This is an optimization exercise on Yosys and OpenROAD, whose aim is small area, a short achievable clock period and few clock cycles, not a production implementation. In this exercise RTL edits were held to simulation tests only and were not proved equivalent to the original.

===== design/flow/run.sh =====
#!/bin/bash
# synth_recipe.tcl (not shown) runs the flow's synth.tcl, then flattens the netlist and writes it again
# the make line also repeats each setting of config.mk as NAME=value (left out here)
make -C /OpenROAD-flow-scripts/flow DESIGN_CONFIG=/design/flow/config.mk WORK_HOME=/design/flow/orfs CLKGATE_MAP_FILE= SYNTH_SCRIPT=/design/flow/synth_recipe.tcl finish

===== design/flow/config.mk =====
export PLATFORM = sky130hd
export DESIGN_NAME = adc_divider_voltage_averager_core
export DESIGN_NICKNAME = adc_divider_voltage_averager_core
export VERILOG_FILES = /design/flow/design.v
export SDC_FILE = /design/flow/constraint.sdc
export NUM_CORES = 4
export LEC_CHECK = 0
export CAP_MARGIN = 20
export CORE_MARGIN = 2
export CORE_UTILIZATION = 40
export SLEW_MARGIN = 20

===== design/flow/constraint.sdc =====
create_clock -name core_clock -period 12.0 [get_ports {i_clk}]
set_input_delay 2.4000 -clock core_clock [delete_from_list [all_inputs] [get_ports {i_clk}]]
set_output_delay 2.4000 -clock core_clock [all_outputs]
set_load 0.01 [all_outputs]

===== design/flow/design.v =====
`timescale 1ns / 1ps
package adv_pkg;
    localparam logic [12:0] REF_RESET = 13'd3300;
    localparam logic [9:0]  THR_RESET = 10'd100;
    localparam logic signed [41:0] D1   = -42'sd203289785351;
    localparam logic signed [41:0] D0S  = -42'sd129195078400;
endpackage
`timescale 1ns / 1ps
module adv_kr (
    input  logic        i_clk,
    input  logic [12:0] i_ref,
    output logic [28:0] o_kr
);
    logic [16:0] r_k;
    logic [4:0]  w_hi;
    logic        w_wrap;
    logic [12:0] w_lo;
    logic        r_c;
    assign w_hi   = r_k[16:12];
    assign w_wrap = (&r_k[11:5]) && ((6'(r_k[4:0]) + 6'(w_hi)) >= 6'd32);
    assign w_lo   = 13'(r_k[11:0]) + 13'(w_hi) + 13'(w_wrap) + 13'd1;
    always_ff @(posedge i_clk) begin
        r_k         <= (17'(i_ref) << 3) + (17'(i_ref) << 1) + 17'(i_ref);
        o_kr[11:0]  <= w_lo[11:0];
        r_c         <= w_lo[12];
        o_kr[28:12] <= r_k + 17'(w_hi) + 17'(r_c);
    end
endmodule
module adv_read (
    input  logic [16:0] i_mv,
    input  logic        i_zero,    
    input  logic [9:0]  i_thr,
    input  logic [11:0] i_off,
    output logic [16:0] o_mv
);
    logic signed [17:0] w_r;
    assign w_r = $signed({1'b0, i_mv}) + 18'($signed(i_off));
    always_comb begin
        if (i_zero || (i_mv < 17'(i_thr)) || w_r[17]) begin
            o_mv = '0;
        end else begin
            o_mv = w_r[16:0];
        end
    end
endmodule
`timescale 1ns / 1ps
module adv_mul (
    input  logic signed [29:0] i_a,
    input  logic [17:0]        i_sel,    
    input  logic               i_pa,
    input  logic               i_pb,
    input  logic [28:0]        i_k,
    output logic [41:0]        o_sa,
    output logic [41:0]        o_sb
);
    logic [5:0]  w_ng;
    logic [41:0] w_c;
    assign w_c[1] = 1'b0;
    assign w_c[2] = 1'b0;
    logic [30:0] w_pp0;
    logic [30:0] w_pp1;
    logic [30:0] w_pp2;
    logic [30:0] w_pp3;
    logic [30:0] w_pp4;
    logic [30:0] w_pp5;
    logic t1, t2, t3, t4, t5, t6, t7, t8, t9, t10, t11, t12, t13, t14, t15, t16, t17, t18, t19, t20, t21, t22, t23, t24, t25, t26, t27, t28, t29, t30, t31, t32, t33, t34, t35, t36, t37, t38, t39, t40, t41, t42, t43, t44, t45, t46, t47, t48, t49, t50, t51, t52, t53, t54, t55, t56, t57, t58, t59, t60, t61, t62, t63, t64, t65, t66, t67, t68, t69, t70, t71, t72, t73, t74, t75, t76, t77, t78, t79, t80, t81, t82, t83, t84, t85, t86, t87, t88, t89, t90, t91, t92, t93, t94, t95, t96, t97, t98, t99, t100, t101, t102, t103, t104, t105, t106, t107, t108, t109, t110, t111, t112, t113, t114, t115, t116, t117, t118, t119, t120, t121, t122, t123, t124, t125, t126, t127, t128, t129, t130, t131, t132, t133, t134, t135, t136, t137, t138, t139, t140, t141, t142, t143, t144, t145, t146, t147, t148, t149, t150, t151, t152, t153, t154, t155, t156, t157, t158, t159, t160, t161, t162, t163, t164, t165, t166, t167, t168, t169, t170, t171, t172, t173, t174, t175, t176, t177, t178, t179, t180, t181, t182, t183, t184, t185, t186, t187, t188, t189, t190, t191, t192, t193, t194, t195, t196, t197, t198, t199, t200, t201, t202, t203, t204, t205, t206, t207, t208, t209, t210, t211, t212, t213, t214, t215, t216, t217, t218, t219, t220, t221, t222, t223, t224, t225, t226, t227, t228, t229, t230, t231, t232, t233, t234, t235, t236, t237, t238, t239, t240, t241, t242, t243, t244, t245, t246, t247, t248, t249, t250, t251, t252, t253, t254, t255, t256, t257, t258, t259, t260, t261, t262, t263, t264, t265, t266, t267, t268, t269, t270, t271, t272, t273, t274, t275, t276, t277, t278, t279, t280, t281, t282, t283, t284, t285, t286, t287, t288, t289, t290, t291, t292, t293, t294, t295, t296, t297, t298, t299, t300, t301, t302, t303, t304, t305, t306, t307, t308, t309, t310, t311, t312, t313, t314, t315, t316, t317, t318, t319, t320, t321, t322, t323, t324, t325, t326, t327, t328, t329, t330, t331, t332, t333, t334, t335, t336, t337, t338, t339, t340, t341, t342, t343, t344, t345, t346, t347, t348, t349, t350, t351, t352, t353, t354, t355, t356, t357, t358, t359, t360, t361, t362, t363, t364, t365, t366, t367, t368, t369, t370, t371, t372, t373, t374, t375, t376, t377, t378;
    adv_booth u_b0 (.i_a(i_a), .i_sel(i_sel[2:0]), .o_pp(w_pp0), .o_neg(w_ng[0]));
    adv_booth u_b1 (.i_a(i_a), .i_sel(i_sel[5:3]), .o_pp(w_pp1), .o_neg(w_ng[1]));
    adv_booth u_b2 (.i_a(i_a), .i_sel(i_sel[8:6]), .o_pp(w_pp2), .o_neg(w_ng[2]));
    adv_booth u_b3 (.i_a(i_a), .i_sel(i_sel[11:9]), .o_pp(w_pp3), .o_neg(w_ng[3]));
    adv_booth u_b4 (.i_a(i_a), .i_sel(i_sel[14:12]), .o_pp(w_pp4), .o_neg(w_ng[4]));
    adv_booth u_b5 (.i_a(i_a), .i_sel(i_sel[17:15]), .o_pp(w_pp5), .o_neg(w_ng[5]));
    assign w_c[0] = i_pa ? 1'b1 : (i_pb ? 1'b0 : 1'b0);
    assign w_c[3] = i_pa ? 1'b1 : (i_pb ? 1'b0 : 1'b0);
    assign w_c[4] = i_pa ? 1'b1 : (i_pb ? 1'b0 : 1'b0);
    assign w_c[5] = i_pa ? 1'b1 : (i_pb ? 1'b0 : 1'b0);
    assign w_c[6] = i_pa ? 1'b1 : (i_pb ? 1'b0 : 1'b0);
    assign w_c[7] = i_pa ? 1'b1 : (i_pb ? 1'b0 : 1'b0);
    assign w_c[8] = i_pa ? 1'b1 : (i_pb ? 1'b1 : 1'b0);
    assign w_c[9] = i_pa ? 1'b1 : (i_pb ? 1'b0 : 1'b0);
    assign w_c[10] = i_pa ? 1'b0 : (i_pb ? 1'b1 : 1'b0);
    assign w_c[11] = i_pa ? 1'b1 : (i_pb ? 1'b1 : i_k[0]);
    assign w_c[12] = i_pa ? 1'b0 : (i_pb ? 1'b0 : i_k[1]);
    assign w_c[13] = i_pa ? 1'b0 : (i_pb ? 1'b0 : i_k[2]);
    assign w_c[14] = i_pa ? 1'b0 : (i_pb ? 1'b0 : i_k[3]);
    assign w_c[15] = i_pa ? 1'b0 : (i_pb ? 1'b1 : i_k[4]);
    assign w_c[16] = i_pa ? 1'b0 : (i_pb ? 1'b1 : i_k[5]);
    assign w_c[17] = i_pa ? 1'b0 : (i_pb ? 1'b1 : i_k[6]);
    assign w_c[18] = i_pa ? 1'b1 : (i_pb ? 1'b1 : i_k[7]);
    assign w_c[19] = i_pa ? 1'b1 : (i_pb ? 1'b1 : i_k[8]);
    assign w_c[20] = i_pa ? 1'b1 : (i_pb ? 1'b1 : i_k[9]);
    assign w_c[21] = i_pa ? 1'b1 : (i_pb ? 1'b0 : i_k[10]);
    assign w_c[22] = i_pa ? 1'b1 : (i_pb ? 1'b1 : i_k[11]);
    assign w_c[23] = i_pa ? 1'b1 : (i_pb ? 1'b0 : i_k[12]);
    assign w_c[24] = i_pa ? 1'b0 : (i_pb ? 1'b1 : i_k[13]);
    assign w_c[25] = i_pa ? 1'b1 : (i_pb ? 1'b1 : i_k[14]);
    assign w_c[26] = i_pa ? 1'b0 : (i_pb ? 1'b0 : i_k[15]);
    assign w_c[27] = i_pa ? 1'b1 : (i_pb ? 1'b1 : i_k[16]);
    assign w_c[28] = i_pa ? 1'b0 : (i_pb ? 1'b0 : i_k[17]);
    assign w_c[29] = i_pa ? 1'b1 : (i_pb ? 1'b1 : i_k[18]);
    assign w_c[30] = i_pa ? 1'b0 : (i_pb ? 1'b1 : i_k[19]);
    assign w_c[31] = i_pa ? 1'b1 : (i_pb ? 1'b1 : i_k[20]);
    assign w_c[32] = i_pa ? 1'b0 : (i_pb ? 1'b1 : i_k[21]);
    assign w_c[33] = i_pa ? 1'b0 : (i_pb ? 1'b0 : i_k[22]);
    assign w_c[34] = i_pa ? 1'b0 : (i_pb ? 1'b0 : i_k[23]);
    assign w_c[35] = i_pa ? 1'b0 : (i_pb ? 1'b0 : i_k[24]);
    assign w_c[36] = i_pa ? 1'b1 : (i_pb ? 1'b0 : i_k[25]);
    assign w_c[37] = i_pa ? 1'b0 : (i_pb ? 1'b1 : i_k[26]);
    assign w_c[38] = i_pa ? 1'b1 : (i_pb ? 1'b1 : i_k[27]);
    assign w_c[39] = i_pa ? 1'b1 : (i_pb ? 1'b1 : i_k[28]);
    assign w_c[40] = i_pa ? 1'b1 : (i_pb ? 1'b1 : 1'b0);
    assign w_c[41] = i_pa ? 1'b1 : (i_pb ? 1'b1 : 1'b0);
    assign t1 = w_pp0[8] ^ w_pp1[6];
    assign t2 = w_pp0[8] & w_pp1[6];
    assign t3 = w_pp0[9] ^ w_pp1[7];
    assign t4 = w_pp0[9] & w_pp1[7];
    assign t5 = w_pp0[10] ^ w_pp1[8] ^ w_pp2[6];
    assign t6 = (w_pp0[10] & w_pp1[8]) | (w_pp2[6] & (w_pp0[10] ^ w_pp1[8]));
    assign t7 = w_pp3[4] ^ w_pp4[2];
    assign t8 = w_pp3[4] & w_pp4[2];
    assign t9 = w_pp0[11] ^ w_pp1[9] ^ w_pp2[7];
    assign t10 = (w_pp0[11] & w_pp1[9]) | (w_pp2[7] & (w_pp0[11] ^ w_pp1[9]));
    assign t11 = w_pp3[5] ^ w_pp4[3];
    assign t12 = w_pp3[5] & w_pp4[3];
    assign t13 = w_pp0[12] ^ w_pp1[10] ^ w_pp2[8];
    assign t14 = (w_pp0[12] & w_pp1[10]) | (w_pp2[8] & (w_pp0[12] ^ w_pp1[10]));
    assign t15 = w_pp3[6] ^ w_pp4[4];
    assign t16 = w_pp3[6] & w_pp4[4];
    assign t17 = w_pp0[13] ^ w_pp1[11] ^ w_pp2[9];
    assign t18 = (w_pp0[13] & w_pp1[11]) | (w_pp2[9] & (w_pp0[13] ^ w_pp1[11]));
    assign t19 = w_pp3[7] ^ w_pp4[5];
    assign t20 = w_pp3[7] & w_pp4[5];
    assign t21 = w_pp0[14] ^ w_pp1[12] ^ w_pp2[10];
    assign t22 = (w_pp0[14] & w_pp1[12]) | (w_pp2[10] & (w_pp0[14] ^ w_pp1[12]));
    assign t23 = w_pp3[8] ^ w_pp4[6];
    assign t24 = w_pp3[8] & w_pp4[6];
    assign t25 = w_pp0[15] ^ w_pp1[13] ^ w_pp2[11];
    assign t26 = (w_pp0[15] & w_pp1[13]) | (w_pp2[11] & (w_pp0[15] ^ w_pp1[13]));
    assign t27 = w_pp3[9] ^ w_pp4[7];
    assign t28 = w_pp3[9] & w_pp4[7];
    assign t29 = w_pp0[16] ^ w_pp1[14] ^ w_pp2[12];
    assign t30 = (w_pp0[16] & w_pp1[14]) | (w_pp2[12] & (w_pp0[16] ^ w_pp1[14]));
    assign t31 = w_pp3[10] ^ w_pp4[8];
    assign t32 = w_pp3[10] & w_pp4[8];
    assign t33 = w_pp0[17] ^ w_pp1[15] ^ w_pp2[13];
    assign t34 = (w_pp0[17] & w_pp1[15]) | (w_pp2[13] & (w_pp0[17] ^ w_pp1[15]));
    assign t35 = w_pp3[11] ^ w_pp4[9];
    assign t36 = w_pp3[11] & w_pp4[9];
    assign t37 = w_pp0[18] ^ w_pp1[16] ^ w_pp2[14];
    assign t38 = (w_pp0[18] & w_pp1[16]) | (w_pp2[14] & (w_pp0[18] ^ w_pp1[16]));
    assign t39 = w_pp3[12] ^ w_pp4[10];
    assign t40 = w_pp3[12] & w_pp4[10];
    assign t41 = w_pp0[19] ^ w_pp1[17] ^ w_pp2[15];
    assign t42 = (w_pp0[19] & w_pp1[17]) | (w_pp2[15] & (w_pp0[19] ^ w_pp1[17]));
    assign t43 = w_pp3[13] ^ w_pp4[11];
    assign t44 = w_pp3[13] & w_pp4[11];
    assign t45 = w_pp0[20] ^ w_pp1[18] ^ w_pp2[16];
    assign t46 = (w_pp0[20] & w_pp1[18]) | (w_pp2[16] & (w_pp0[20] ^ w_pp1[18]));
    assign t47 = w_pp3[14] ^ w_pp4[12];
    assign t48 = w_pp3[14] & w_pp4[12];
    assign t49 = w_pp0[21] ^ w_pp1[19] ^ w_pp2[17];
    assign t50 = (w_pp0[21] & w_pp1[19]) | (w_pp2[17] & (w_pp0[21] ^ w_pp1[19]));
    assign t51 = w_pp3[15] ^ w_pp4[13];
    assign t52 = w_pp3[15] & w_pp4[13];
    assign t53 = w_pp0[22] ^ w_pp1[20] ^ w_pp2[18];
    assign t54 = (w_pp0[22] & w_pp1[20]) | (w_pp2[18] & (w_pp0[22] ^ w_pp1[20]));
    assign t55 = w_pp3[16] ^ w_pp4[14];
    assign t56 = w_pp3[16] & w_pp4[14];
    assign t57 = w_pp0[23] ^ w_pp1[21] ^ w_pp2[19];
    assign t58 = (w_pp0[23] & w_pp1[21]) | (w_pp2[19] & (w_pp0[23] ^ w_pp1[21]));
    assign t59 = w_pp3[17] ^ w_pp4[15];
    assign t60 = w_pp3[17] & w_pp4[15];
    assign t61 = w_pp0[24] ^ w_pp1[22] ^ w_pp2[20];
    assign t62 = (w_pp0[24] & w_pp1[22]) | (w_pp2[20] & (w_pp0[24] ^ w_pp1[22]));
    assign t63 = w_pp3[18] ^ w_pp4[16];
    assign t64 = w_pp3[18] & w_pp4[16];
    assign t65 = w_pp0[25] ^ w_pp1[23] ^ w_pp2[21];
    assign t66 = (w_pp0[25] & w_pp1[23]) | (w_pp2[21] & (w_pp0[25] ^ w_pp1[23]));
    assign t67 = w_pp3[19] ^ w_pp4[17];
    assign t68 = w_pp3[19] & w_pp4[17];
    assign t69 = w_pp0[26] ^ w_pp1[24] ^ w_pp2[22];
    assign t70 = (w_pp0[26] & w_pp1[24]) | (w_pp2[22] & (w_pp0[26] ^ w_pp1[24]));
    assign t71 = w_pp3[20] ^ w_pp4[18];
    assign t72 = w_pp3[20] & w_pp4[18];
    assign t73 = w_pp0[27] ^ w_pp1[25] ^ w_pp2[23];
    assign t74 = (w_pp0[27] & w_pp1[25]) | (w_pp2[23] & (w_pp0[27] ^ w_pp1[25]));
    assign t75 = w_pp3[21] ^ w_pp4[19];
    assign t76 = w_pp3[21] & w_pp4[19];
    assign t77 = w_pp0[28] ^ w_pp1[26] ^ w_pp2[24];
    assign t78 = (w_pp0[28] & w_pp1[26]) | (w_pp2[24] & (w_pp0[28] ^ w_pp1[26]));
    assign t79 = w_pp3[22] ^ w_pp4[20];
    assign t80 = w_pp3[22] & w_pp4[20];
    assign t81 = w_pp0[29] ^ w_pp1[27] ^ w_pp2[25];
    assign t82 = (w_pp0[29] & w_pp1[27]) | (w_pp2[25] & (w_pp0[29] ^ w_pp1[27]));
    assign t83 = w_pp3[23] ^ w_pp4[21];
    assign t84 = w_pp3[23] & w_pp4[21];
    assign t85 = ~w_pp0[30] ^ w_pp1[28] ^ w_pp2[26];
    assign t86 = (~w_pp0[30] & w_pp1[28]) | (w_pp2[26] & (~w_pp0[30] ^ w_pp1[28]));
    assign t87 = w_pp3[24] ^ w_pp4[22] ^ w_pp5[20];
    assign t88 = (w_pp3[24] & w_pp4[22]) | (w_pp5[20] & (w_pp3[24] ^ w_pp4[22]));
    assign t89 = w_pp1[29] ^ w_pp2[27] ^ w_pp3[25];
    assign t90 = (w_pp1[29] & w_pp2[27]) | (w_pp3[25] & (w_pp1[29] ^ w_pp2[27]));
    assign t91 = w_pp4[23] ^ w_pp5[21];
    assign t92 = w_pp4[23] & w_pp5[21];
    assign t93 = ~w_pp1[30] ^ w_pp2[28] ^ w_pp3[26];
    assign t94 = (~w_pp1[30] & w_pp2[28]) | (w_pp3[26] & (~w_pp1[30] ^ w_pp2[28]));
    assign t95 = w_pp2[29] ^ w_pp3[27];
    assign t96 = w_pp2[29] & w_pp3[27];
    assign t97 = w_pp0[4] ^ w_pp1[2];
    assign t98 = w_pp0[4] & w_pp1[2];
    assign t99 = w_pp0[5] ^ w_pp1[3];
    assign t100 = w_pp0[5] & w_pp1[3];
    assign t101 = w_pp0[6] ^ w_pp1[4] ^ w_pp2[2];
    assign t102 = (w_pp0[6] & w_pp1[4]) | (w_pp2[2] & (w_pp0[6] ^ w_pp1[4]));
    assign t103 = w_pp3[0] ^ w_ng[3];
    assign t104 = w_pp3[0] & w_ng[3];
    assign t105 = w_pp0[7] ^ w_pp1[5] ^ w_pp2[3];
    assign t106 = (w_pp0[7] & w_pp1[5]) | (w_pp2[3] & (w_pp0[7] ^ w_pp1[5]));
    assign t107 = w_pp3[1] ^ w_c[7];
    assign t108 = w_pp3[1] & w_c[7];
    assign t109 = t1 ^ w_pp2[4] ^ w_pp3[2];
    assign t110 = (t1 & w_pp2[4]) | (w_pp3[2] & (t1 ^ w_pp2[4]));
    assign t111 = w_pp4[0] ^ w_ng[4] ^ w_c[8];
    assign t112 = (w_pp4[0] & w_ng[4]) | (w_c[8] & (w_pp4[0] ^ w_ng[4]));
    assign t113 = t2 ^ t3 ^ w_pp2[5];
    assign t114 = (t2 & t3) | (w_pp2[5] & (t2 ^ t3));
    assign t115 = w_pp3[3] ^ w_pp4[1] ^ w_c[9];
    assign t116 = (w_pp3[3] & w_pp4[1]) | (w_c[9] & (w_pp3[3] ^ w_pp4[1]));
    assign t117 = t4 ^ t5 ^ t7;
    assign t118 = (t4 & t5) | (t7 & (t4 ^ t5));
    assign t119 = w_pp5[0] ^ w_ng[5] ^ w_c[10];
    assign t120 = (w_pp5[0] & w_ng[5]) | (w_c[10] & (w_pp5[0] ^ w_ng[5]));
    assign t121 = t6 ^ t8 ^ t9;
    assign t122 = (t6 & t8) | (t9 & (t6 ^ t8));
    assign t123 = t11 ^ w_pp5[1] ^ w_c[11];
    assign t124 = (t11 & w_pp5[1]) | (w_c[11] & (t11 ^ w_pp5[1]));
    assign t125 = t10 ^ t12 ^ t13;
    assign t126 = (t10 & t12) | (t13 & (t10 ^ t12));
    assign t127 = t15 ^ w_pp5[2] ^ w_c[12];
    assign t128 = (t15 & w_pp5[2]) | (w_c[12] & (t15 ^ w_pp5[2]));
    assign t129 = t14 ^ t16 ^ t17;
    assign t130 = (t14 & t16) | (t17 & (t14 ^ t16));
    assign t131 = t19 ^ w_pp5[3] ^ w_c[13];
    assign t132 = (t19 & w_pp5[3]) | (w_c[13] & (t19 ^ w_pp5[3]));
    assign t133 = t18 ^ t20 ^ t21;
    assign t134 = (t18 & t20) | (t21 & (t18 ^ t20));
    assign t135 = t23 ^ w_pp5[4] ^ w_c[14];
    assign t136 = (t23 & w_pp5[4]) | (w_c[14] & (t23 ^ w_pp5[4]));
    assign t137 = t22 ^ t24 ^ t25;
    assign t138 = (t22 & t24) | (t25 & (t22 ^ t24));
    assign t139 = t27 ^ w_pp5[5] ^ w_c[15];
    assign t140 = (t27 & w_pp5[5]) | (w_c[15] & (t27 ^ w_pp5[5]));
    assign t141 = t26 ^ t28 ^ t29;
    assign t142 = (t26 & t28) | (t29 & (t26 ^ t28));
    assign t143 = t31 ^ w_pp5[6] ^ w_c[16];
    assign t144 = (t31 & w_pp5[6]) | (w_c[16] & (t31 ^ w_pp5[6]));
    assign t145 = t30 ^ t32 ^ t33;
    assign t146 = (t30 & t32) | (t33 & (t30 ^ t32));
    assign t147 = t35 ^ w_pp5[7] ^ w_c[17];
    assign t148 = (t35 & w_pp5[7]) | (w_c[17] & (t35 ^ w_pp5[7]));
    assign t149 = t34 ^ t36 ^ t37;
    assign t150 = (t34 & t36) | (t37 & (t34 ^ t36));
    assign t151 = t39 ^ w_pp5[8] ^ w_c[18];
    assign t152 = (t39 & w_pp5[8]) | (w_c[18] & (t39 ^ w_pp5[8]));
    assign t153 = t38 ^ t40 ^ t41;
    assign t154 = (t38 & t40) | (t41 & (t38 ^ t40));
    assign t155 = t43 ^ w_pp5[9] ^ w_c[19];
    assign t156 = (t43 & w_pp5[9]) | (w_c[19] & (t43 ^ w_pp5[9]));
    assign t157 = t42 ^ t44 ^ t45;
    assign t158 = (t42 & t44) | (t45 & (t42 ^ t44));
    assign t159 = t47 ^ w_pp5[10] ^ w_c[20];
    assign t160 = (t47 & w_pp5[10]) | (w_c[20] & (t47 ^ w_pp5[10]));
    assign t161 = t46 ^ t48 ^ t49;
    assign t162 = (t46 & t48) | (t49 & (t46 ^ t48));
    assign t163 = t51 ^ w_pp5[11] ^ w_c[21];
    assign t164 = (t51 & w_pp5[11]) | (w_c[21] & (t51 ^ w_pp5[11]));
    assign t165 = t50 ^ t52 ^ t53;
    assign t166 = (t50 & t52) | (t53 & (t50 ^ t52));
    assign t167 = t55 ^ w_pp5[12] ^ w_c[22];
    assign t168 = (t55 & w_pp5[12]) | (w_c[22] & (t55 ^ w_pp5[12]));
    assign t169 = t54 ^ t56 ^ t57;
    assign t170 = (t54 & t56) | (t57 & (t54 ^ t56));
    assign t171 = t59 ^ w_pp5[13] ^ w_c[23];
    assign t172 = (t59 & w_pp5[13]) | (w_c[23] & (t59 ^ w_pp5[13]));
    assign t173 = t58 ^ t60 ^ t61;
    assign t174 = (t58 & t60) | (t61 & (t58 ^ t60));
    assign t175 = t63 ^ w_pp5[14] ^ w_c[24];
    assign t176 = (t63 & w_pp5[14]) | (w_c[24] & (t63 ^ w_pp5[14]));
    assign t177 = t62 ^ t64 ^ t65;
    assign t178 = (t62 & t64) | (t65 & (t62 ^ t64));
    assign t179 = t67 ^ w_pp5[15] ^ w_c[25];
    assign t180 = (t67 & w_pp5[15]) | (w_c[25] & (t67 ^ w_pp5[15]));
    assign t181 = t66 ^ t68 ^ t69;
    assign t182 = (t66 & t68) | (t69 & (t66 ^ t68));
    assign t183 = t71 ^ w_pp5[16] ^ w_c[26];
    assign t184 = (t71 & w_pp5[16]) | (w_c[26] & (t71 ^ w_pp5[16]));
    assign t185 = t70 ^ t72 ^ t73;
    assign t186 = (t70 & t72) | (t73 & (t70 ^ t72));
    assign t187 = t75 ^ w_pp5[17] ^ w_c[27];
    assign t188 = (t75 & w_pp5[17]) | (w_c[27] & (t75 ^ w_pp5[17]));
    assign t189 = t74 ^ t76 ^ t77;
    assign t190 = (t74 & t76) | (t77 & (t74 ^ t76));
    assign t191 = t79 ^ w_pp5[18] ^ w_c[28];
    assign t192 = (t79 & w_pp5[18]) | (w_c[28] & (t79 ^ w_pp5[18]));
    assign t193 = t78 ^ t80 ^ t81;
    assign t194 = (t78 & t80) | (t81 & (t78 ^ t80));
    assign t195 = t83 ^ w_pp5[19] ^ w_c[29];
    assign t196 = (t83 & w_pp5[19]) | (w_c[29] & (t83 ^ w_pp5[19]));
    assign t197 = t82 ^ t84 ^ t85;
    assign t198 = (t82 & t84) | (t85 & (t82 ^ t84));
    assign t199 = t87 ^ w_c[30] ^ 1'b1;
    assign t200 = (t87 & w_c[30]) | (1'b1 & (t87 ^ w_c[30]));
    assign t201 = t86 ^ t88 ^ t89;
    assign t202 = (t86 & t88) | (t89 & (t86 ^ t88));
    assign t203 = t91 ^ w_c[31] ^ 1'b1;
    assign t204 = (t91 & w_c[31]) | (1'b1 & (t91 ^ w_c[31]));
    assign t205 = t90 ^ t92 ^ t93;
    assign t206 = (t90 & t92) | (t93 & (t90 ^ t92));
    assign t207 = w_pp4[24] ^ w_pp5[22] ^ w_c[32];
    assign t208 = (w_pp4[24] & w_pp5[22]) | (w_c[32] & (w_pp4[24] ^ w_pp5[22]));
    assign t209 = t94 ^ t95 ^ w_pp4[25];
    assign t210 = (t94 & t95) | (w_pp4[25] & (t94 ^ t95));
    assign t211 = w_pp5[23] ^ w_c[33] ^ 1'b1;
    assign t212 = (w_pp5[23] & w_c[33]) | (1'b1 & (w_pp5[23] ^ w_c[33]));
    assign t213 = t96 ^ ~w_pp2[30] ^ w_pp3[28];
    assign t214 = (t96 & ~w_pp2[30]) | (w_pp3[28] & (t96 ^ ~w_pp2[30]));
    assign t215 = w_pp4[26] ^ w_pp5[24] ^ w_c[34];
    assign t216 = (w_pp4[26] & w_pp5[24]) | (w_c[34] & (w_pp4[26] ^ w_pp5[24]));
    assign t217 = w_pp3[29] ^ w_pp4[27] ^ w_pp5[25];
    assign t218 = (w_pp3[29] & w_pp4[27]) | (w_pp5[25] & (w_pp3[29] ^ w_pp4[27]));
    assign t219 = w_c[35] ^ 1'b1;
    assign t220 = w_c[35] & 1'b1;
    assign t221 = ~w_pp3[30] ^ w_pp4[28] ^ w_pp5[26];
    assign t222 = (~w_pp3[30] & w_pp4[28]) | (w_pp5[26] & (~w_pp3[30] ^ w_pp4[28]));
    assign t223 = w_pp4[29] ^ w_pp5[27];
    assign t224 = w_pp4[29] & w_pp5[27];
    assign t225 = t97 ^ w_pp2[0];
    assign t226 = t97 & w_pp2[0];
    assign t227 = t98 ^ t99 ^ w_pp2[1];
    assign t228 = (t98 & t99) | (w_pp2[1] & (t98 ^ t99));
    assign t229 = t100 ^ t101 ^ t103;
    assign t230 = (t100 & t101) | (t103 & (t100 ^ t101));
    assign t231 = t102 ^ t104 ^ t105;
    assign t232 = (t102 & t104) | (t105 & (t102 ^ t104));
    assign t233 = t106 ^ t108 ^ t109;
    assign t234 = (t106 & t108) | (t109 & (t106 ^ t108));
    assign t235 = t110 ^ t112 ^ t113;
    assign t236 = (t110 & t112) | (t113 & (t110 ^ t112));
    assign t237 = t114 ^ t116 ^ t117;
    assign t238 = (t114 & t116) | (t117 & (t114 ^ t116));
    assign t239 = t118 ^ t120 ^ t121;
    assign t240 = (t118 & t120) | (t121 & (t118 ^ t120));
    assign t241 = t122 ^ t124 ^ t125;
    assign t242 = (t122 & t124) | (t125 & (t122 ^ t124));
    assign t243 = t126 ^ t128 ^ t129;
    assign t244 = (t126 & t128) | (t129 & (t126 ^ t128));
    assign t245 = t130 ^ t132 ^ t133;
    assign t246 = (t130 & t132) | (t133 & (t130 ^ t132));
    assign t247 = t134 ^ t136 ^ t137;
    assign t248 = (t134 & t136) | (t137 & (t134 ^ t136));
    assign t249 = t138 ^ t140 ^ t141;
    assign t250 = (t138 & t140) | (t141 & (t138 ^ t140));
    assign t251 = t142 ^ t144 ^ t145;
    assign t252 = (t142 & t144) | (t145 & (t142 ^ t144));
    assign t253 = t146 ^ t148 ^ t149;
    assign t254 = (t146 & t148) | (t149 & (t146 ^ t148));
    assign t255 = t150 ^ t152 ^ t153;
    assign t256 = (t150 & t152) | (t153 & (t150 ^ t152));
    assign t257 = t154 ^ t156 ^ t157;
    assign t258 = (t154 & t156) | (t157 & (t154 ^ t156));
    assign t259 = t158 ^ t160 ^ t161;
    assign t260 = (t158 & t160) | (t161 & (t158 ^ t160));
    assign t261 = t162 ^ t164 ^ t165;
    assign t262 = (t162 & t164) | (t165 & (t162 ^ t164));
    assign t263 = t166 ^ t168 ^ t169;
    assign t264 = (t166 & t168) | (t169 & (t166 ^ t168));
    assign t265 = t170 ^ t172 ^ t173;
    assign t266 = (t170 & t172) | (t173 & (t170 ^ t172));
    assign t267 = t174 ^ t176 ^ t177;
    assign t268 = (t174 & t176) | (t177 & (t174 ^ t176));
    assign t269 = t178 ^ t180 ^ t181;
    assign t270 = (t178 & t180) | (t181 & (t178 ^ t180));
    assign t271 = t182 ^ t184 ^ t185;
    assign t272 = (t182 & t184) | (t185 & (t182 ^ t184));
    assign t273 = t186 ^ t188 ^ t189;
    assign t274 = (t186 & t188) | (t189 & (t186 ^ t188));
    assign t275 = t190 ^ t192 ^ t193;
    assign t276 = (t190 & t192) | (t193 & (t190 ^ t192));
    assign t277 = t194 ^ t196 ^ t197;
    assign t278 = (t194 & t196) | (t197 & (t194 ^ t196));
    assign t279 = t198 ^ t200 ^ t201;
    assign t280 = (t198 & t200) | (t201 & (t198 ^ t200));
    assign t281 = t202 ^ t204 ^ t205;
    assign t282 = (t202 & t204) | (t205 & (t202 ^ t204));
    assign t283 = t206 ^ t208 ^ t209;
    assign t284 = (t206 & t208) | (t209 & (t206 ^ t208));
    assign t285 = t210 ^ t212 ^ t213;
    assign t286 = (t210 & t212) | (t213 & (t210 ^ t212));
    assign t287 = t214 ^ t216 ^ t217;
    assign t288 = (t214 & t216) | (t217 & (t214 ^ t216));
    assign t289 = t218 ^ t220 ^ t221;
    assign t290 = (t218 & t220) | (t221 & (t218 ^ t220));
    assign t291 = t222 ^ t223 ^ w_c[37];
    assign t292 = (t222 & t223) | (w_c[37] & (t222 ^ t223));
    assign t293 = t224 ^ ~w_pp4[30] ^ w_pp5[28];
    assign t294 = (t224 & ~w_pp4[30]) | (w_pp5[28] & (t224 ^ ~w_pp4[30]));
    assign t295 = w_pp5[29] ^ w_c[39];
    assign t296 = w_pp5[29] & w_c[39];
    assign t297 = w_pp0[0] ^ w_ng[0];
    assign t298 = w_pp0[0] & w_ng[0];
    assign t299 = w_pp0[2] ^ w_pp1[0];
    assign t300 = w_pp0[2] & w_pp1[0];
    assign t301 = w_pp0[3] ^ w_pp1[1] ^ w_c[3];
    assign t302 = (w_pp0[3] & w_pp1[1]) | (w_c[3] & (w_pp0[3] ^ w_pp1[1]));
    assign t303 = t225 ^ w_ng[2] ^ w_c[4];
    assign t304 = (t225 & w_ng[2]) | (w_c[4] & (t225 ^ w_ng[2]));
    assign t305 = t226 ^ t227 ^ w_c[5];
    assign t306 = (t226 & t227) | (w_c[5] & (t226 ^ t227));
    assign t307 = t228 ^ t229 ^ w_c[6];
    assign t308 = (t228 & t229) | (w_c[6] & (t228 ^ t229));
    assign t309 = t230 ^ t231 ^ t107;
    assign t310 = (t230 & t231) | (t107 & (t230 ^ t231));
    assign t311 = t232 ^ t233 ^ t111;
    assign t312 = (t232 & t233) | (t111 & (t232 ^ t233));
    assign t313 = t234 ^ t235 ^ t115;
    assign t314 = (t234 & t235) | (t115 & (t234 ^ t235));
    assign t315 = t236 ^ t237 ^ t119;
    assign t316 = (t236 & t237) | (t119 & (t236 ^ t237));
    assign t317 = t238 ^ t239 ^ t123;
    assign t318 = (t238 & t239) | (t123 & (t238 ^ t239));
    assign t319 = t240 ^ t241 ^ t127;
    assign t320 = (t240 & t241) | (t127 & (t240 ^ t241));
    assign t321 = t242 ^ t243 ^ t131;
    assign t322 = (t242 & t243) | (t131 & (t242 ^ t243));
    assign t323 = t244 ^ t245 ^ t135;
    assign t324 = (t244 & t245) | (t135 & (t244 ^ t245));
    assign t325 = t246 ^ t247 ^ t139;
    assign t326 = (t246 & t247) | (t139 & (t246 ^ t247));
    assign t327 = t248 ^ t249 ^ t143;
    assign t328 = (t248 & t249) | (t143 & (t248 ^ t249));
    assign t329 = t250 ^ t251 ^ t147;
    assign t330 = (t250 & t251) | (t147 & (t250 ^ t251));
    assign t331 = t252 ^ t253 ^ t151;
    assign t332 = (t252 & t253) | (t151 & (t252 ^ t253));
    assign t333 = t254 ^ t255 ^ t155;
    assign t334 = (t254 & t255) | (t155 & (t254 ^ t255));
    assign t335 = t256 ^ t257 ^ t159;
    assign t336 = (t256 & t257) | (t159 & (t256 ^ t257));
    assign t337 = t258 ^ t259 ^ t163;
    assign t338 = (t258 & t259) | (t163 & (t258 ^ t259));
    assign t339 = t260 ^ t261 ^ t167;
    assign t340 = (t260 & t261) | (t167 & (t260 ^ t261));
    assign t341 = t262 ^ t263 ^ t171;
    assign t342 = (t262 & t263) | (t171 & (t262 ^ t263));
    assign t343 = t264 ^ t265 ^ t175;
    assign t344 = (t264 & t265) | (t175 & (t264 ^ t265));
    assign t345 = t266 ^ t267 ^ t179;
    assign t346 = (t266 & t267) | (t179 & (t266 ^ t267));
    assign t347 = t268 ^ t269 ^ t183;
    assign t348 = (t268 & t269) | (t183 & (t268 ^ t269));
    assign t349 = t270 ^ t271 ^ t187;
    assign t350 = (t270 & t271) | (t187 & (t270 ^ t271));
    assign t351 = t272 ^ t273 ^ t191;
    assign t352 = (t272 & t273) | (t191 & (t272 ^ t273));
    assign t353 = t274 ^ t275 ^ t195;
    assign t354 = (t274 & t275) | (t195 & (t274 ^ t275));
    assign t355 = t276 ^ t277 ^ t199;
    assign t356 = (t276 & t277) | (t199 & (t276 ^ t277));
    assign t357 = t278 ^ t279 ^ t203;
    assign t358 = (t278 & t279) | (t203 & (t278 ^ t279));
    assign t359 = t280 ^ t281 ^ t207;
    assign t360 = (t280 & t281) | (t207 & (t280 ^ t281));
    assign t361 = t282 ^ t283 ^ t211;
    assign t362 = (t282 & t283) | (t211 & (t282 ^ t283));
    assign t363 = t284 ^ t285 ^ t215;
    assign t364 = (t284 & t285) | (t215 & (t284 ^ t285));
    assign t365 = t286 ^ t287 ^ t219;
    assign t366 = (t286 & t287) | (t219 & (t286 ^ t287));
    assign t367 = t288 ^ t289 ^ w_c[36];
    assign t368 = (t288 & t289) | (w_c[36] & (t288 ^ t289));
    assign t369 = t290 ^ t291 ^ 1'b1;
    assign t370 = (t290 & t291) | (1'b1 & (t290 ^ t291));
    assign t371 = t292 ^ t293 ^ w_c[38];
    assign t372 = (t292 & t293) | (w_c[38] & (t292 ^ t293));
    assign t373 = t294 ^ t295 ^ 1'b1;
    assign t374 = (t294 & t295) | (1'b1 & (t294 ^ t295));
    assign t375 = t296 ^ ~w_pp5[30] ^ w_c[40];
    assign t376 = (t296 & ~w_pp5[30]) | (w_c[40] & (t296 ^ ~w_pp5[30]));
    assign t377 = w_c[41] ^ 1'b1;
    assign t378 = w_c[41] & 1'b1;
    assign o_sa = {t376, t374, t372, t370, t368, t366, t364, t362, t360, t358, t356, t354, t352, t350, t348, t346, t344, t342, t340, t338, t336, t334, t332, t330, t328, t326, t324, t322, t320, t318, t316, t314, t312, t310, t308, t306, t304, t302, t300, t299, t298, t297};
    assign o_sb = {t377, t375, t373, t371, t369, t367, t365, t363, t361, t359, t357, t355, t353, t351, t349, t347, t345, t343, t341, t339, t337, t335, t333, t331, t329, t327, t325, t323, t321, t319, t317, t315, t313, t311, t309, t307, t305, t303, t301, w_ng[1], w_pp0[1], w_c[0]};
endmodule
module adv_booth (
    input  logic [29:0] i_a,
    input  logic [2:0]  i_sel,    
    output logic [30:0] o_pp,
    output logic        o_neg
);
    logic one, two;
    assign one   = i_sel[2];
    assign two   = i_sel[1];
    assign o_neg = i_sel[0];
    assign o_pp  = (({31{one}} & {i_a[29], i_a}) | ({31{two}} & {i_a, 1'b0})) ^ {31{o_neg}};
endmodule
module adv_s3t (
    input  logic [11:0] i_x,
    output logic [27:0] o_t
);
    logic [27:0] w_r0, w_r1, w_r2;
    assign w_r0[0] = 1'(16'haaaa >> i_x[3:0]);
    assign w_r0[1] = 1'(16'hcccc >> i_x[3:0]);
    assign w_r0[2] = 1'(16'ha5a5 >> i_x[3:0]);
    assign w_r0[3] = 1'(16'hc936 >> i_x[3:0]);
    assign w_r0[4] = 1'(16'h5b6d >> i_x[3:0]);
    assign w_r0[5] = 1'(16'h9249 >> i_x[3:0]);
    assign w_r0[6] = 1'(16'h1c71 >> i_x[3:0]);
    assign w_r0[7] = 1'(16'hb52b >> i_x[3:0]);
    assign w_r0[8] = 1'(16'h264d >> i_x[3:0]);
    assign w_r0[9] = 1'(16'h92db >> i_x[3:0]);
    assign w_r0[10] = 1'(16'h2492 >> i_x[3:0]);
    assign w_r0[11] = 1'(16'hc71c >> i_x[3:0]);
    assign w_r0[12] = 1'(16'hf81f >> i_x[3:0]);
    assign w_r0[13] = 1'(16'h001f >> i_x[3:0]);
    assign w_r0[14] = 1'(16'haab5 >> i_x[3:0]);
    assign w_r0[15] = 1'(16'hccd9 >> i_x[3:0]);
    assign w_r0[16] = 1'(16'hf0e1 >> i_x[3:0]);
    assign w_r0[17] = 1'(16'h00fe >> i_x[3:0]);
    assign w_r0[18] = 1'(16'h00ff >> i_x[3:0]);
    assign w_r0[19] = 1'(16'hff00 >> i_x[3:0]);
    assign w_r0[20] = 1'b0;
    assign w_r0[21] = 1'b0;
    assign w_r0[22] = 1'b0;
    assign w_r0[23] = 1'b0;
    assign w_r0[24] = 1'b0;
    assign w_r0[25] = 1'b0;
    assign w_r0[26] = 1'b1;
    assign w_r0[27] = 1'b0;
    assign w_r1[0] = 1'b0;
    assign w_r1[1] = 1'b0;
    assign w_r1[2] = 1'b0;
    assign w_r1[3] = 1'b0;
    assign w_r1[4] = 1'(16'haaaa >> i_x[7:4]);
    assign w_r1[5] = 1'(16'hcccc >> i_x[7:4]);
    assign w_r1[6] = 1'(16'h5a5a >> i_x[7:4]);
    assign w_r1[7] = 1'(16'h936c >> i_x[7:4]);
    assign w_r1[8] = 1'(16'hb6da >> i_x[7:4]);
    assign w_r1[9] = 1'(16'hdb6c >> i_x[7:4]);
    assign w_r1[10] = 1'(16'h1c70 >> i_x[7:4]);
    assign w_r1[11] = 1'(16'hb52a >> i_x[7:4]);
    assign w_r1[12] = 1'(16'h264c >> i_x[7:4]);
    assign w_r1[13] = 1'(16'h92da >> i_x[7:4]);
    assign w_r1[14] = 1'(16'hdb6c >> i_x[7:4]);
    assign w_r1[15] = 1'(16'h1c70 >> i_x[7:4]);
    assign w_r1[16] = 1'(16'h1f80 >> i_x[7:4]);
    assign w_r1[17] = 1'(16'he000 >> i_x[7:4]);
    assign w_r1[18] = 1'(16'haaaa >> i_x[7:4]);
    assign w_r1[19] = 1'(16'hcccc >> i_x[7:4]);
    assign w_r1[20] = 1'(16'hf0f0 >> i_x[7:4]);
    assign w_r1[21] = 1'(16'hff00 >> i_x[7:4]);
    assign w_r1[22] = 1'b0;
    assign w_r1[23] = 1'b0;
    assign w_r1[24] = 1'b0;
    assign w_r1[25] = 1'b0;
    assign w_r1[26] = 1'b0;
    assign w_r1[27] = 1'b0;
    assign w_r2[0] = 1'b0;
    assign w_r2[1] = 1'b0;
    assign w_r2[2] = 1'b0;
    assign w_r2[3] = 1'b0;
    assign w_r2[4] = 1'b0;
    assign w_r2[5] = 1'b0;
    assign w_r2[6] = 1'b0;
    assign w_r2[7] = 1'b0;
    assign w_r2[8] = 1'(16'haaaa >> i_x[11:8]);
    assign w_r2[9] = 1'(16'hcccc >> i_x[11:8]);
    assign w_r2[10] = 1'(16'h5a5a >> i_x[11:8]);
    assign w_r2[11] = 1'(16'h936c >> i_x[11:8]);
    assign w_r2[12] = 1'(16'hb6da >> i_x[11:8]);
    assign w_r2[13] = 1'(16'hdb6c >> i_x[11:8]);
    assign w_r2[14] = 1'(16'h1c70 >> i_x[11:8]);
    assign w_r2[15] = 1'(16'hb52a >> i_x[11:8]);
    assign w_r2[16] = 1'(16'h264c >> i_x[11:8]);
    assign w_r2[17] = 1'(16'h92da >> i_x[11:8]);
    assign w_r2[18] = 1'(16'hdb6c >> i_x[11:8]);
    assign w_r2[19] = 1'(16'h1c70 >> i_x[11:8]);
    assign w_r2[20] = 1'(16'h1f80 >> i_x[11:8]);
    assign w_r2[21] = 1'(16'he000 >> i_x[11:8]);
    assign w_r2[22] = 1'(16'haaaa >> i_x[11:8]);
    assign w_r2[23] = 1'(16'hcccc >> i_x[11:8]);
    assign w_r2[24] = 1'(16'hf0f0 >> i_x[11:8]);
    assign w_r2[25] = 1'(16'hff00 >> i_x[11:8]);
    assign w_r2[26] = 1'b0;
    assign w_r2[27] = 1'b0;
    assign o_t = w_r0 + w_r1 + w_r2;
endmodule
`timescale 1ns / 1ps
module adv_benc (
    input  logic [11:0] i_u,
    output logic [17:0] o_sel
);
    logic [12:0] w_b;
    assign w_b = {i_u, 1'b0};
    for (genvar i = 0; i < 6; i++) begin : g_dig
        logic b0, b1, b2;
        assign b0 = w_b[2*i];
        assign b1 = w_b[2*i+1];
        assign b2 = w_b[2*i+2];
        assign o_sel[3*i+2] = b0 ^ b1;
        assign o_sel[3*i+1] = (b2 & ~b1 & ~b0) | (~b2 & b1 & b0);
        assign o_sel[3*i]   = b2;
    end
endmodule
`timescale 1ns / 1ps
module adc_divider_voltage_averager_core (
    input  logic        i_clk,
    input  logic        i_rst_n,
    input  logic        i_in_valid,
    output logic        o_in_ready,
    input  logic [15:0] i_in_data,    
    output logic        o_out_valid,
    input  logic        i_out_ready,
    output logic [23:0] o_out_data,   
    input  logic        i_cfg_we,
    input  logic [1:0]  i_cfg_idx,
    input  logic [12:0] i_cfg_data
);
    localparam logic [1:0] OP_NONE = 2'd0;
    localparam logic [1:0] OP_A    = 2'd1;    
    localparam logic [1:0] OP_B    = 2'd2;    
    localparam logic [1:0] OP_J    = 2'd3;    
    logic        r_filter;
    logic [12:0] r_ref;
    logic [11:0] r_off;
    logic [9:0]  r_thr;
    always_ff @(posedge i_clk) begin
        if (!i_rst_n) begin
            r_filter <= 1'b0;
            r_ref    <= adv_pkg::REF_RESET;
            r_off    <= '0;
            r_thr    <= adv_pkg::THR_RESET;
        end else if (i_cfg_we) begin
            case (i_cfg_idx)
                2'd0:    r_filter <= i_cfg_data[0];
                2'd1:    r_ref    <= i_cfg_data;
                2'd2:    r_off    <= i_cfg_data[11:0];
                default: r_thr    <= i_cfg_data[9:0];
            endcase
        end
    end
    logic [28:0] r_kr;
    adv_kr u_kr (
        .i_clk (i_clk),
        .i_ref (r_ref),
        .o_kr  (r_kr)
    );
    logic        r_ready;
    logic        w_take;
    logic [3:0]  r_cnt;
    logic [11:0] r_xx;
    logic [3:0]  r_xc;
    logic        r_xv, r_xf;
    logic        w_xon, w_xfirst, w_xlast;
    logic [3:0]  r_wch, r_wch2;
    assign w_take   = i_in_valid & r_ready;
    assign w_xon    = r_xv & r_xf;
    assign w_xfirst = (r_cnt == 4'd1);
    assign w_xlast  = (r_cnt == 4'd0);
    always_ff @(posedge i_clk) begin
        r_xx <= i_in_data[15:4];
        r_xc <= i_in_data[3:0];
        r_xf <= r_filter;
        if (!i_rst_n) begin
            r_xv  <= 1'b0;
            r_cnt <= '0;
        end else begin
            r_xv <= w_take;
            if (w_take) r_cnt <= r_cnt + 4'd1;
        end
        if (r_xv && w_xfirst) r_wch  <= r_xc;
        if (r_xv && w_xlast)  r_wch2 <= r_wch;
    end
    localparam logic [17:0] NEG_DIGITS = 18'b001_001_001_001_001_001;
    logic [1:0]         r_m1op, r_csop;
    logic signed [29:0] r_a;
    logic [17:0]        r_sel, r_sel2, w_sel_x, w_sel_j;
    logic               r_m1first, r_m1last, r_csfirst, r_cslast;
    logic [41:0]        w_sa, w_sb, r_csa, r_csb, w_p;
    logic               r_jpend;
    logic [11:0]        r_jp;
    logic               r_accfull;
    logic               w_csa_op, w_jwant, w_job_go;
    logic [11:0]        w_mu;
    logic [27:0]        w_t;
    assign w_csa_op = (r_csop == OP_A);
    assign w_jwant  = r_accfull || r_jpend;
    assign w_job_go = w_jwant && !w_csa_op && !w_xon;
    adv_s3t u_s3t (
        .i_x (r_xx),
        .o_t (w_t)
    );
    adv_benc u_enc_x (
        .i_u   ({~r_xx[11], r_xx[10:0]}),
        .o_sel (w_sel_x)
    );
    adv_benc u_enc_j (
        .i_u   (r_jpend ? r_jp : w_mu),
        .o_sel (w_sel_j)
    );
    adv_mul u_mul (
        .i_a   (r_a),
        .i_sel (r_sel),
        .i_pa  (r_m1op == OP_A),
        .i_pb  (r_m1op == OP_B),
        .i_k   (r_kr),
        .o_sa  (w_sa),
        .o_sb  (w_sb)
    );
    assign w_p = r_csa + r_csb;
    always_ff @(posedge i_clk) begin
        if (!i_rst_n) begin
            r_m1op <= OP_NONE;
            r_csop <= OP_NONE;
        end else begin
            if (w_csa_op) begin
                r_m1op <= OP_B;
            end else if (w_xon) begin
                r_m1op <= OP_A;
            end else if (w_job_go) begin
                r_m1op <= OP_J;
            end else begin
                r_m1op <= OP_NONE;
            end
            r_csop <= r_m1op;
        end
        r_sel2 <= r_sel;
        if (w_csa_op) begin
            r_a       <= w_p[39:10];
            r_sel     <= r_sel2 ^ NEG_DIGITS;
            r_m1first <= r_csfirst;
            r_m1last  <= r_cslast;
        end else if (w_xon) begin
            r_a       <= 30'(w_t);
            r_sel     <= w_sel_x ^ NEG_DIGITS;
            r_m1first <= w_xfirst;
            r_m1last  <= w_xlast;
        end else begin
            r_a       <= 30'(r_kr);
            r_sel     <= w_sel_j;
            r_m1first <= w_xfirst;
            r_m1last  <= w_xlast;
        end
        r_csa     <= w_sa;
        r_csb     <= w_sb;
        r_csfirst <= r_m1first;
        r_cslast  <= r_m1last;
    end
    logic               r_vv, r_vfirst, r_vlast;
    logic signed [19:0] r_vval;
    logic signed [22:0] r_acc;
    always_ff @(posedge i_clk) begin
        if (!i_rst_n) begin
            r_vv      <= 1'b0;
            r_accfull <= 1'b0;
        end else begin
            r_vv      <= (r_csop == OP_B) || (r_xv && !r_xf);
            r_accfull <= r_vv && r_vlast;
        end
        if (r_csop == OP_B) begin
            r_vval   <= w_p[41:22];
            r_vfirst <= r_csfirst;
            r_vlast  <= r_cslast;
        end else begin
            r_vval   <= 20'(r_xx);
            r_vfirst <= w_xfirst;
            r_vlast  <= w_xlast;
        end
        if (r_vv) begin
            r_acc <= (r_vfirst ? 23'sd0 : r_acc) + 23'(r_vval);
        end
    end
    logic        r_ov;
    logic [16:0] r_omv;
    logic [3:0]  r_och;
    logic        r_jzf;
    logic [3:0]  r_jch;
    logic        r_jqv;
    logic [16:0] r_jq;
    logic [16:0] w_mv;
    assign w_mu = r_acc[22] ? 12'h800 : {~r_acc[15], r_acc[14:4]};
    always_ff @(posedge i_clk) begin
        if (!i_rst_n) begin
            r_jpend <= 1'b0;
            r_jqv   <= 1'b0;
        end else begin
            r_jpend <= w_jwant && !w_job_go;
            r_jqv   <= (r_csop == OP_J);
        end
        if (r_accfull) begin
            r_jp  <= w_mu;
            r_jzf <= r_acc[22] && (r_ref != '0);
            r_jch <= r_wch2;
        end
        r_jq <= w_p[40:24];
    end
    adv_read u_read (
        .i_mv   (r_jq),
        .i_zero (r_jzf),
        .i_thr  (r_thr),
        .i_off  (r_off),
        .o_mv   (w_mv)
    );
    always_ff @(posedge i_clk) begin
        if (!i_rst_n) begin
            r_ov <= 1'b0;
        end else if (r_jqv) begin
            r_ov <= 1'b1;
        end else if (i_out_ready) begin
            r_ov <= 1'b0;
        end
        if (r_jqv) begin
            r_omv <= w_mv;
            r_och <= r_jch;
        end
    end
    assign o_out_valid = r_ov;
    assign o_out_data  = {3'b000, r_omv, r_och};
    logic       r_pend;
    logic       w_pend_n;
    logic [3:0] w_cnt_n;
    logic       w_ton, r_ton1, r_ton2, r_ton3;
    logic       w_jwant_n, w_block;
    assign w_ton     = w_take & r_filter;
    assign w_cnt_n   = w_take ? r_cnt + 4'd1 : r_cnt;
    assign w_pend_n  = (w_take && (r_cnt == 4'd15)) || (r_pend && !(r_ov && i_out_ready));
    assign w_jwant_n = (w_jwant && !w_job_go) || (r_vv && r_vlast);
    assign w_block = (r_filter && r_ton1)                              
                   || (!r_filter && (w_ton || r_ton1 || r_ton2 || r_ton3))  
                   || (r_filter && w_jwant_n && (w_ton || r_ton2))      
                   || ((w_cnt_n == 4'd15) && w_pend_n);                
    always_ff @(posedge i_clk) begin
        if (!i_rst_n) begin
            r_pend  <= 1'b0;
            r_ready <= 1'b0;
            r_ton1  <= 1'b0;
            r_ton2  <= 1'b0;
            r_ton3  <= 1'b0;
        end else begin
            r_pend  <= w_pend_n;
            r_ready <= !w_block;
            r_ton1  <= w_ton;
            r_ton2  <= r_ton1;
            r_ton3  <= r_ton2;
        end
    end
    assign o_in_ready = r_ready;
endmodule

==> flow_metrics.py, run 1 <==
metrics = {
    "sta": {
        "final-setup-viol-count": 0,
        "fin_crit_ns": 4.79,
        "rsz0062_at_grt": "false",
        "slew_viol_final": 0,
        "period_share_pct": 39.9,
        "max_clock_freq_mhz": 209,
        "worst_pin_slew_ns": 1.08,
        "tns_ns": 0,
        "fin_worst_skew_ns": 0.0226,
        "finalHoldViolations": 0,
        "max_slew_margin_pct": 28.2,
    },
    "route": {
        "routed_via_density": 5.46,
        "dr.pass1.iters": 8,
        "wire_per_inst_um": 19.9,
        "drcViolationCount": 0,
        "drtIter0Drc": 1456,
        "ant_nets": 0,
        "wl_mm": 72.3,
        "vias": 19900,
    },
    "worst_setup_path": {
        "criticalPathCategory": "reg2reg",
        "worst_setup_path_start_kind": "flip-flop",
        "crit_chain": "inv_1, or3_1, o21ai_0, a21oi_1, ha_1, ha_1, fa_1, a211oi_1, o21ai_0, a21boi_1, nor4b_1, o21ai_1, a21oi_1, and3_1, a211oi_1, a21oi_1",
        "reg2reg_slack_ns": 7.21,
        "cp.arrival_ns": 5.24,
        "worst_ep_required_time_ns": 12.45,
        "path_common_cell": "a21oi_1",
        "regToRegEndpoint": "r_a[27]",
        "cp_slowest_cell": "dfxtp_1",
        "r2r_cells": 16,
        "cp_max_fo": 23,
        "crit_path_end_kind": "flip-flop",
        "cpPeakStageDelay_ns": 0.84,
        "r2r_start": "r_xx[3]",
    },
    "placement": {
        "hpwlAfterDp_mm": 54.0,
        "port_buffers": 58,
        "gp_congestion": 0.925,
    },
    "clock_network": {
        "post_cts_resized": 0,
        "clockBufferDepth": 3,
        "clock_sinks": 380,
        "cts_made_buffers": 44,
        "clock_latency_ns": 0.59,
        "path_clk_slew_ns": 0.06,
        "cts_tree": "built",
        "htree_num_levels": 2,
        "cts_root_buf": "clkbuf_16",
        "cts_setup_buffers": 0,
        "hold_buffers": 0,
    },
    "floorplan": {
        "core-area_sq_mm": 0.0654,
        "dieArea_sq_mm": 0.0678,
        "die_y_um": 260,
        "ios": 62,
        "die_w_um": 260,
        "start_util_pct": 40.2,
        "std_cell_rows": 94,
    },
    "global_routing": {
        "grt_start_max_net_pins": 69,
        "first_global_vias": 19900,
        "grt_pass1_wl_mm": 112,
        "antenna_found_initial": 1,
        "grt_overflow": 0,
        "track_usage_pct": 21.3,
    },
    "yosys": {
        "synth_commonest_cells": "dfxtp_1, inv_1, nand2_1",
        "syn_avg_cell_area_sq_um": 9.53,
        "ys_seq_elements": 380,
        "synthCells": 2760,
        "yosys.area.top_type": "dfxtp_1",
        "synth_cell_types": 86,
        "synth_top_area_share_pct": 23.7,
        "synthTopCellsByArea": "dfxtp_1, fa_1, ha_1",
        "synth.most_common_cell": "dfxtp_1",
        "synth_flop_cell": "dfxtp_1",
        "seq_area_frac_synth_pct": 31.6,
        "synthArstFlopShare_pct": 0,
        "synth-warning-count": 3,
        "synth_area_sq_mm": 0.0263,
        "synth_edf_count": 69,
    },
    "layout": {
        "fin_nets": 3159,
        "area_delta_synth_final_pct": 10.8,
        "diodes": 0,
        "fillers": 6297,
        "drive_above_1_share_pct": 5.23,
    },
    "worst_hold_path": {
        "hold_start": "r_m1last",
        "whs_endpoint": "r_cslast",
        "hp-class": "reg2reg",
        "hold_depth": 0,
    },
    "flow_run": {
        "max_cap_viol_count": 0,
    },
    "outcome": {
        "status": "complete, no violations",
    },
}
==> state kept, by name, summed over array words and instances, names as in the netlist, 18 cells and up <==
register	flops
r_csb	42
r_csa	42
u_kr.o_kr	29
r_sel	18
r_acc	23
r_a	30
r_vval	20
==> placed cells by master, fill, tap and decap left out, types with 7 or more instances in the layout <==
cell type	Yosys	routed
a211oi_1	22	22
a21boi_0	33	33
a21o_1	48	48
a21oi_1	125	125
a22oi_1	174	174
a31oi_1	19	19
and2_1	34	34
and3_1	23	23
buf_4	4	32
bufinv_16	0	7
clkbuf_1	135	12
clkbuf_16	0	45
clkdlybuf4s50_1	0	58
clkinv_2	0	8
dfxtp_1	311	305
edfxtp_1	69	69
fa_1	177	177
ha_1	208	208
inv_1	239	239
mux2i_1	18	18
nand2_1	225	224
nand2b_1	15	14
nand3_1	39	39
nand4_1	9	9
nor2_1	134	134
nor2b_1	50	49
nor3_1	28	28
o211ai_1	14	14
o21a_1	19	19
o21ai_0	112	112
o21ai_1	8	8
o21bai_1	14	14
o31ai_1	7	7
or3_1	13	13
xnor2_1	202	202
xor2_1	109	109
==> stage by stage <==
step	setup slack, ns	cells	hold slack, ns	util, %	instance area [sq um]
floorplan	7.94	2762	0.310	-	26300
global placement	7.32	3556	0.313	42.2	27600
detailed placement	7.28	3556	0.318	42.2	27600
CTS	7.25	3638	0.327	44.5	29100
global route	6.80	3638	0.347	44.5	29100
finish	7.21	3638	0.328	44.5	29100
==> worst max path at each step <==
stage | startpoint | end | slack (ns) | depth (start not counted)
after floorplan | r_xx[5] | r_a[27] | 7.94 | 17
after CTS | r_xx[3] | r_a[27] | 7.25 | 16
after detailed placement | r_xx[3] | r_a[27] | 7.28 | 16
after global routing | r_xx[3] | r_a[27] | 6.80 | 16
final | r_xx[3] | r_a[27] | 7.21 | 16
after global placement | r_xx[3] | r_a[27] | 7.32 | 16
==> area by class of cell <==
class | count | area (sq um) | share of cell area (%)
clock buffers | 59 | 1200 | 4.11
clock inverters | 23 | 335 | 1.15
inverters | 242 | 908 | 3.12
multi-input cells | 1980 | 16500 | 56.6
flip-flops and latches | 380 | 8310 | 28.5
well taps | 864 | 1080 | 3.71
repair buffers | 90 | 821 | 2.82
==> worst max-delay path: cells and delay by family (launching register included) <==
family	cells	cell delay, ns
buf+inv	1	0.42
flops	1	0.84
compound gates	9	1.71
fa+ha+maj	3	0.85
simple gates	3	0.81
==> routing by layer <==
| metal | vias to the layer above | wire (um) | GRT usage, % |
|---|---|---|---|
| li1 | 9360 | - | - |
| met3 | 130 | 3930 | 3.07 |
| met2 | 602 | 33700 | 34.7 |
| met4 | 0 | 2860 | 8.68 |
| met1 | 9762 | 31800 | 28.4 |
| met5 | - | 0 | 0 |
==> cells by family (layout without fill, tap and decap cells) <==
group / Yosys count / count (layout) / share of synthesized area [%]
compound gates: 656 / 656 / 17.1
simple gates: 602 / 602 / 10.8
buf+inv: 402 / 414 / 5.85
fa+ha+maj: 385 / 385 / 23.4
flops: 380 / 380 / 31.6
xor+xnor: 311 / 311 / 10.4
mux: 23 / 23 / 0.999
other cells: 1 / 3 / 0.0143
Testbench counts, summed over its fixed seeds: cycles 3,512.
==> inputs of run 2 (changes only) <==
--- a/design/flow/design.v
+++ b/design/flow/design.v
@@ -660,3 +660,2 @@
     logic [11:0] r_xx;
-    logic [3:0]  r_xc;
     logic        r_xv, r_xf;
@@ -670,3 +669,2 @@
         r_xx <= i_in_data[15:4];
-        r_xc <= i_in_data[3:0];
         r_xf <= r_filter;
@@ -679,3 +677,3 @@
         end
-        if (r_xv && w_xfirst) r_wch  <= r_xc;
+        if (w_take && (r_cnt == 4'd0)) r_wch <= i_in_data[3:0];
         if (r_xv && w_xlast)  r_wch2 <= r_wch;
@@ -690,3 +688,3 @@
     logic [11:0]        r_jp;
-    logic               r_accfull;
+    logic               w_vdone;
     logic               w_csa_op, w_jwant, w_job_go;
@@ -695,3 +693,3 @@
     assign w_csa_op = (r_csop == OP_A);
-    assign w_jwant  = r_accfull || r_jpend;
+    assign w_jwant  = w_vdone || r_jpend;
     assign w_job_go = w_jwant && !w_csa_op && !w_xon;
@@ -706,3 +704,3 @@
     adv_benc u_enc_j (
-        .i_u   (r_jpend ? r_jp : w_mu),
+        .i_u   (r_jpend ? r_jp : w_mu),    
         .o_sel (w_sel_j)
@@ -759,10 +757,10 @@
     logic signed [19:0] r_vval;
-    logic signed [22:0] r_acc;
+    logic signed [22:0] r_acc, w_acc;
+    assign w_vdone = r_vv && r_vlast;
+    assign w_acc   = (r_vfirst ? 23'sd0 : r_acc) + 23'(r_vval);
     always_ff @(posedge i_clk) begin
         if (!i_rst_n) begin
-            r_vv      <= 1'b0;
-            r_accfull <= 1'b0;
+            r_vv <= 1'b0;
         end else begin
-            r_vv      <= (r_csop == OP_B) || (r_xv && !r_xf);
-            r_accfull <= r_vv && r_vlast;
+            r_vv <= (r_csop == OP_B) || (r_xv && !r_xf);
         end
@@ -778,3 +776,3 @@
         if (r_vv) begin
-            r_acc <= (r_vfirst ? 23'sd0 : r_acc) + 23'(r_vval);
+            r_acc <= w_acc;
         end
@@ -789,3 +787,3 @@
     logic [16:0] w_mv;
-    assign w_mu = r_acc[22] ? 12'h800 : {~r_acc[15], r_acc[14:4]};
+    assign w_mu = w_acc[22] ? 12'h800 : {~w_acc[15], w_acc[14:4]};
     always_ff @(posedge i_clk) begin
@@ -798,5 +796,5 @@
         end
-        if (r_accfull) begin
+        if (w_vdone) begin
             r_jp  <= w_mu;
-            r_jzf <= r_acc[22] && (r_ref != '0);
+            r_jzf <= w_acc[22] && (r_ref != '0);
             r_jch <= r_wch2;
@@ -835,3 +833,4 @@
     assign w_pend_n  = (w_take && (r_cnt == 4'd15)) || (r_pend && !(r_ov && i_out_ready));
-    assign w_jwant_n = (w_jwant && !w_job_go) || (r_vv && r_vlast);
+    assign w_jwant_n = (w_jwant && !w_job_go)
+                     || ((r_csop == OP_B) ? r_cslast : (r_xv && !r_xf && w_xlast));
     assign w_block = (r_filter && r_ton1)                              
--- a/design/flow/config.mk
+++ b/design/flow/config.mk
@@ -7,2 +7,3 @@
 export LEC_CHECK = 0
+export ABC_AREA = 1
 export CAP_MARGIN = 20
==> run 2 against run 1 <==
Compared with the run above:
- utilization up 0.13 points
- sequential share of layout area down 1.3 points
- critical path depth unchanged
- still clean
- synthesized area up 3.7%
- highest routed layer unchanged
- largest cell class unchanged
- worst hold slack worse by 0.0028 ns
- global-route usage up 2.6 points
- fmax up 12%
- critical endpoint is now r_a[23]
==> flow_metrics.py, run 2 <==
metrics = {
    "outcome": {
        "status": "complete, no violations",
    },
    "route": {
        "met1_length_mm": 37.6,
        "wl_met3_mm": 6.12,
        "highest_layer": "met4",
        "drtIter0Drc": 2052,
        "wl_mm": 83.9,
        "ant_nets": 0,
        "vias": 22700,
        "dr.pass1.iters": 6,
        "wl_met2_mm": 36.9,
    },
    "sta": {
        "final-setup-viol-count": 0,
        "max_slew_margin_pct": 29.5,
        "slew_viol_final": 0,
        "fin_crit_ns": 4.26,
        "tns_ns": 0,
        "max_clock_freq_mhz": 235,
        "worst_pin_slew_ns": 1.05,
        "hold_ws_ns": 0.325,
    },
    "clock_network": {
        "clock_sinks": 375,
        "clock_latency_ns": 0.58,
        "cts_tree": "built",
        "htree_num_levels": 2,
        "clockBufferDepth": 3,
        "cts_made_buffers": 44,
    },
    "yosys": {
        "synth.most_common_cell": "inv_1",
        "synth_area_sq_mm": 0.0273,
        "synthTopCellsByArea": "dfxtp_1, fa_1, ha_1",
        "synthArstFlopShare_pct": 0,
        "synth_flop_cell": "dfxtp_1",
        "synth_edf_count": 69,
        "seq_area_frac_synth_pct": 30.0,
    },
    "floorplan": {
        "start_util_pct": 40.5,
        "std_cell_rows": 95,
        "core-area_sq_mm": 0.0674,
        "dieArea_sq_mm": 0.0703,
        "die_w_um": 265,
    },
    "layout": {
        "final_util_pct": 44.7,
        "layout_commonest_cell": "inv_1",
        "drive_above_1_share_pct": 4.58,
        "fillers": 6697,
        "area_delta_synth_final_pct": 10.4,
        "reg_top3": "r_csa: 42 flops, r_csb: 42 flops, r_a: 30 flops",
    },
    "placement": {
        "gp_congestion": 0.972,
        "port_buffers": 58,
    },
    "worst_setup_path": {
        "worst_setup_path_start_kind": "flip-flop",
        "cp_max_fo": 15,
    },
    "global_routing": {
        "antenna_found_initial": 0,
        "grt_pass1_wl_mm": 130,
    },
    "worst_hold_path": {
        "hp-class": "reg2reg",
    },
}
[run 2: cell types whose count changed after synthesis, moves of 50 or more]
cell | before | now
a21oi_1 | 125 | 175
a22oi_1 | 174 | 6
inv_1 | 239 | 522
nand2_1 | 225 | 515
nand3_1 | 39 | 101
nor2_1 | 134 | 246
nor2b_1 | 50 | 0
o21ai_0 | 112 | 169
o22ai_1 | 2 | 181
xnor2_1 | 202 | 25
xor2_1 | 109 | 260
[run 2: final cells by class]
class | count | area (sq um) | share of cell area [%]
tap | 873 | 1090 | 3.63
sequential | 375 | 8200 | 27.2
clock buffer | 65 | 1290 | 4.30
inverter | 535 | 2010 | 6.67
multi-input combinational | 2305 | 16600 | 55.0
clock inverter | 15 | 144 | 0.478
timing repair buffer | 87 | 821 | 2.73
[run 2: layer usage]
layer,up-vias,track usage [%]
met5,-,0
met4,0,9.39
met1,10800,32.9
met3,154,4.03
met2,792,37.5
li1,10900,-
[run 2: logic make-up (layout without fill, tap and decap cells)]
group	after synthesis	count (layout)	synth area share, %
buffers and inverters	670	702	9.34
xor gates and xnor gates	285	285	9.15
other	1	3	0.0137
adders and majority gates	385	385	22.5
DFF	375	375	30.0
AOI/OAI and AO/OA	646	646	13.8
and+or+nand+nor	985	985	15.1
muxes	1	1	0.0367
[run 2: path summary, 6_finish.rpt]
check | start | endpoint | slack [ns] | cells past startpoint
worst max-delay path | r_xx[6] | r_a[23] | 7.74 | 16
worst min-delay path | r_m1first | r_csfirst | 0.33 | 0
worst max register to register | r_xx[6] | r_a[23] | 7.74 | 16
worst min register to register | r_m1first | r_csfirst | 0.33 | 0
[run 2: worst max-delay path, cell delays in order, from the launching register on]
cell and delay, ns:
dfxtp_1 0.76, inv_1 0.26, o31ai_1 0.72, xnor2_1 0.19, inv_1 0.06, ha_1 0.28, ha_1 0.36, a21oi_1 0.25
a21boi_0 0.44, inv_1 0.08, nand3_1 0.10, nand2_1 0.08, a21o_1 0.18, nand3_1 0.07, nand2_1 0.05, o21ai_0 0.13
o21ai_0 0.09
[run 2: per-stage QoR]
step / instances / cell area, sq um / setup WS [ns]
after floorplan: 3350 / 27300 / 8.49
after detailed placement: 4174 / 28700 / 6.90
after global routing: 4255 / 30100 / 7.40
final: 4255 / 30100 / 7.74
after CTS: 4254 / 30100 / 7.52
after global placement: 4173 / 28600 / 6.95
Testbench counts of run 2, summed over its fixed seeds: cycles 3,480.

static timing again, ports no longer ideal:
How much do the figures lean on ideal ports? The routed layouts below were timed once more, with nothing changed but the port constraints.
Step 1 sets driving cells, clkbuf_16 on the clock port and buf_2 on the other inputs (assumed; they add their load-dependent delay and slew).
Step 2, shift: input delay + t, output delay - t, t = (earliest + latest rising clock arrival at the registers) / 2. This alone moves slack from input paths to output paths.
Slacks: ideal / step 1 / step 2; pairs: ideal / step 1.
run	shift t [ns]	setup slack, ns	hold WS [ns]	worst setup path at the end	pins driven straight from the clock port
run 1	0.642	7.209 / 7.209 / 7.209	0.328 / 0.328 / 0.328	register to register	1
run 2	0.623	7.741 / 7.741 / 7.698	0.325 / 0.325 / 0.325	input to register	1
After both steps every run listed still meets setup and hold. The setup slack of run 2, which loses most, moves by 0.000 ns with the drivers and by -0.043 ns with both steps.
